From an optimization exercise on the open Yosys and OpenROAD flow, aimed at small area, a short achievable clock period and few clock cycles; shortcuts taken in it are not production practice. At most, simulation tests tie the RTL to the original design; equivalence was not proved. No activity file was given, so power comes from the tool's default toggle rates.

==> module cache_top, before the edit <==
module cache_top (
	input  wire         clk,
	input  wire         rst_n,
	input  wire         i_proc_read,
	input  wire         i_proc_write,
	input  wire [30-1:0] i_proc_addr,
	input  wire [32-1:0]  i_proc_wdata,
	output logic [32-1:0]       o_proc_rdata,
	output logic        o_proc_stall,
	output logic        o_mem_read,
	output logic        o_mem_write,
	output logic [28-1:0]      o_mem_addr,
	output logic [128-1:0]       o_mem_wdata,
	input  wire [128-1:0]  i_mem_rdata,
	input  wire         i_mem_ready
);
	logic        valid;
	logic        dirty;    
	logic [28-1:0] tag;    
	logic [128-1:0]  line;
	logic        done;     
	logic        pend;     
	logic        rd;       
	logic        wb;       
	logic [32-1:0] rdata;
	logic [28-1:0] laddr;
	logic [2-1:0] off;
	logic        req;
	logic        fresh;
	logic        hit;
	logic        rd_ready;
	logic        dirty_eff;
	logic        dirty_nxt;
	logic        port_free;
	logic        load_tag;
	logic        start_rd;
	logic        start_wb;
	logic [4-1:0] wen;
	logic [128-1:0]  line_nxt;
	logic [28-1:0] tag_nxt;
	logic [32-1:0] mem_word;
	logic [32-1:0] line_word;
	assign laddr = i_proc_addr[30-1:2];
	assign off   = i_proc_addr[2-1:0];
	assign req   = i_proc_read | i_proc_write;
	assign fresh = ~done & ~pend;
	assign hit   = valid & (tag == laddr);
	assign rd_ready = rd & i_mem_ready;
	assign dirty_eff = dirty & ~(wb & i_mem_ready);
	assign dirty_nxt = dirty_eff | (i_proc_write & (done | rd_ready | (fresh & hit)));
	assign port_free = ~((wb | rd) & ~i_mem_ready);
	assign load_tag  = ((fresh & req) | (pend & ~rd)) & port_free & ~dirty_eff;
	assign start_rd  = load_tag & ~(fresh & hit);
	assign start_wb  = port_free & dirty_nxt;
	always_comb begin
		mem_word  = '0;
		line_word = '0;
		for (int k = 0; k < 4; k++) begin
			wen[k] = done & i_proc_write & (off == k);
			if (off == k) begin
				mem_word  = i_mem_rdata[k*32 +: 32];
				line_word = line[k*32 +: 32];
			end
		end
	end
	assign o_proc_stall = ~done;
	assign o_proc_rdata = rdata;
	assign o_mem_read   = rd;
	assign o_mem_write  = wb;
	assign o_mem_addr   = tag;
	assign o_mem_wdata  = line;
	always_ff @(posedge clk or negedge rst_n) begin
		if (!rst_n) begin
			valid <= 1'b0;
			dirty <= 1'b0;
			done  <= 1'b0;
			pend  <= 1'b0;
			rd    <= 1'b0;
			wb    <= 1'b0;
		end else begin
			dirty <= dirty_nxt;
			done  <= (fresh & req & hit) | rd_ready;
			pend  <= ((fresh & req & ~hit) | pend) & ~rd_ready;
			rd    <= (rd & ~i_mem_ready) | start_rd;
			wb    <= (wb & ~i_mem_ready) | start_wb;
			if (rd_ready)
				valid <= 1'b1;
		end
	end
	always_comb begin
		for (int k = 0; k < 4; k++)
			line_nxt[k*32 +: 32] =
				({32{rd_ready}} & i_mem_rdata[k*32 +: 32]) |
				({32{wen[k]}} & i_proc_wdata) |
				({32{~rd_ready & ~wen[k]}} & line[k*32 +: 32]);
		tag_nxt = tag ^ ({28{load_tag}} & (laddr ^ tag));
	end
	always_ff @(posedge clk) begin
		tag  <= tag_nxt;
		line <= line_nxt;
		rdata <= '1;
		if (i_proc_read & ~done)
			rdata <= rd_ready ? mem_word : line_word;
	end
endmodule
clock: 8.0 ns
lec_check: 0
abc_clock_period_in_ps: 2500
cap_margin: 20
core_margin: 2
core_utilization: 40
slew_margin: 20
standard.sh (not shown) runs the stock make flow with config.mk's settings and CLKGATE_MAP_FILE= SYNTH_SCRIPT=/design/flow/synth_recipe.tcl, a recipe that flattens the netlist after the stock synthesis.
==> flow/flow/run.sh <==
#!/bin/bash
# The standard layout, with the port buffers made of the smallest buffer cell and
# timing repair aiming for extra setup slack
set -euo pipefail
export BUFFER_PORTS_ARGS="-buffer_cell sky130_fd_sc_hd__buf_1"
export SETUP_SLACK_MARGIN=5.3
bash standard.sh > standard_flow.log 2>&1
The first run completed without violations.
Testbench counts at the start, summed over its fixed seeds: cycles 107,445.
Edit:
--- a/flow/design.v
+++ b/flow/design.v
@@ -53,12 +53,13 @@
 	logic        dirty_nxt;
 	logic        port_free;
 	logic        load_tag;
 	logic        start_rd;
 	logic        start_wb;
 	logic [4-1:0] wen;
+	logic [4-1:0] wsel;    
 	logic [128-1:0]  line_nxt;
 	logic [28-1:0] tag_nxt;
 	logic [32-1:0] mem_word;
 	logic [32-1:0] line_word;
 	assign laddr = i_proc_addr[30-1:2];
 	assign off   = i_proc_addr[2-1:0];
@@ -73,13 +74,13 @@
 	assign start_rd  = load_tag & ~(fresh & hit);
 	assign start_wb  = port_free & dirty_nxt;
 	always_comb begin
 		mem_word  = '0;
 		line_word = '0;
 		for (int k = 0; k < 4; k++) begin
-			wen[k] = done & i_proc_write & (off == k);
+			wen[k] = done & wsel[k];
 			if (off == k) begin
 				mem_word  = i_mem_rdata[k*32 +: 32];
 				line_word = line[k*32 +: 32];
 			end
 		end
 	end
@@ -107,20 +108,22 @@
 				valid <= 1'b1;
 		end
 	end
 	always_comb begin
 		for (int k = 0; k < 4; k++)
 			line_nxt[k*32 +: 32] =
-				({32{rd_ready}} & i_mem_rdata[k*32 +: 32]) |
+				({32{rd}} & i_mem_rdata[k*32 +: 32]) |
 				({32{wen[k]}} & i_proc_wdata) |
-				({32{~rd_ready & ~wen[k]}} & line[k*32 +: 32]);
-		tag_nxt = tag ^ ({28{load_tag}} & (laddr ^ tag));
+				({32{~rd & ~wen[k]}} & line[k*32 +: 32]);
+		tag_nxt = ({28{load_tag}} & laddr) | ({28{~load_tag}} & tag);
 	end
 	always_ff @(posedge clk) begin
 		tag  <= tag_nxt;
+		for (int k = 0; k < 4; k++)
+			wsel[k] <= i_proc_write & (off == k);
 		line <= line_nxt;
 		rdata <= '1;
 		if (i_proc_read & ~done)
-			rdata <= rd_ready ? mem_word : line_word;
+			rdata <= rd ? mem_word : line_word;    
 	end
 endmodule
 `default_nettype wire
What happened:
- total power rose by 5.3%
- non-clock buffer count fell by 21
- critical path depth fell by 3
- setup slack is worse by 0.0049 ns
- cell count fell by 5.1%
- first-iteration DRC count fell by 26%
- flip-flop and latch count rose by 4
- utilization fell by 1.8 points
- fmax barely changes
- wire length fell by 9.9%
- die area rose by 2.1%
- global-route usage fell by 3.6 points
- combinational power rose by about 10%
- count of clock-buffer cells in the layout fell by 4
Function not checked in the second run of this note: the RTL went through the layout flow alone.

static timing again, ports no longer ideal:
The results above use ideal ports. As a check the final layouts listed here were re-extracted and re-timed, cells and wires unchanged.
Step 1 sets driving cells, clkbuf_16 on the clock port and buf_2 on the other inputs (assumed; they add their load-dependent delay and slew).
Step 2, shift: input delay + t, output delay - t, t = (earliest + latest rising clock arrival at the registers) / 2. This alone moves slack from input paths to output paths.
Slacks: no drivers / after step 1 / after step 2; pairs: no drivers / after step 1.
run	shift t [ns]	setup WS [ns]	slew at the worst register clock pin (ns)
the first run	0.477	5.318 / 5.305 / 4.861	0.08 / 0.08
the second run	0.484	5.313 / 5.282 / 4.826	0.09 / 0.09
After both steps every run listed still meets setup and hold. For the second run, which loses most, drivers alone change the setup slack by -0.031 ns; drivers and shift together by -0.487 ns.
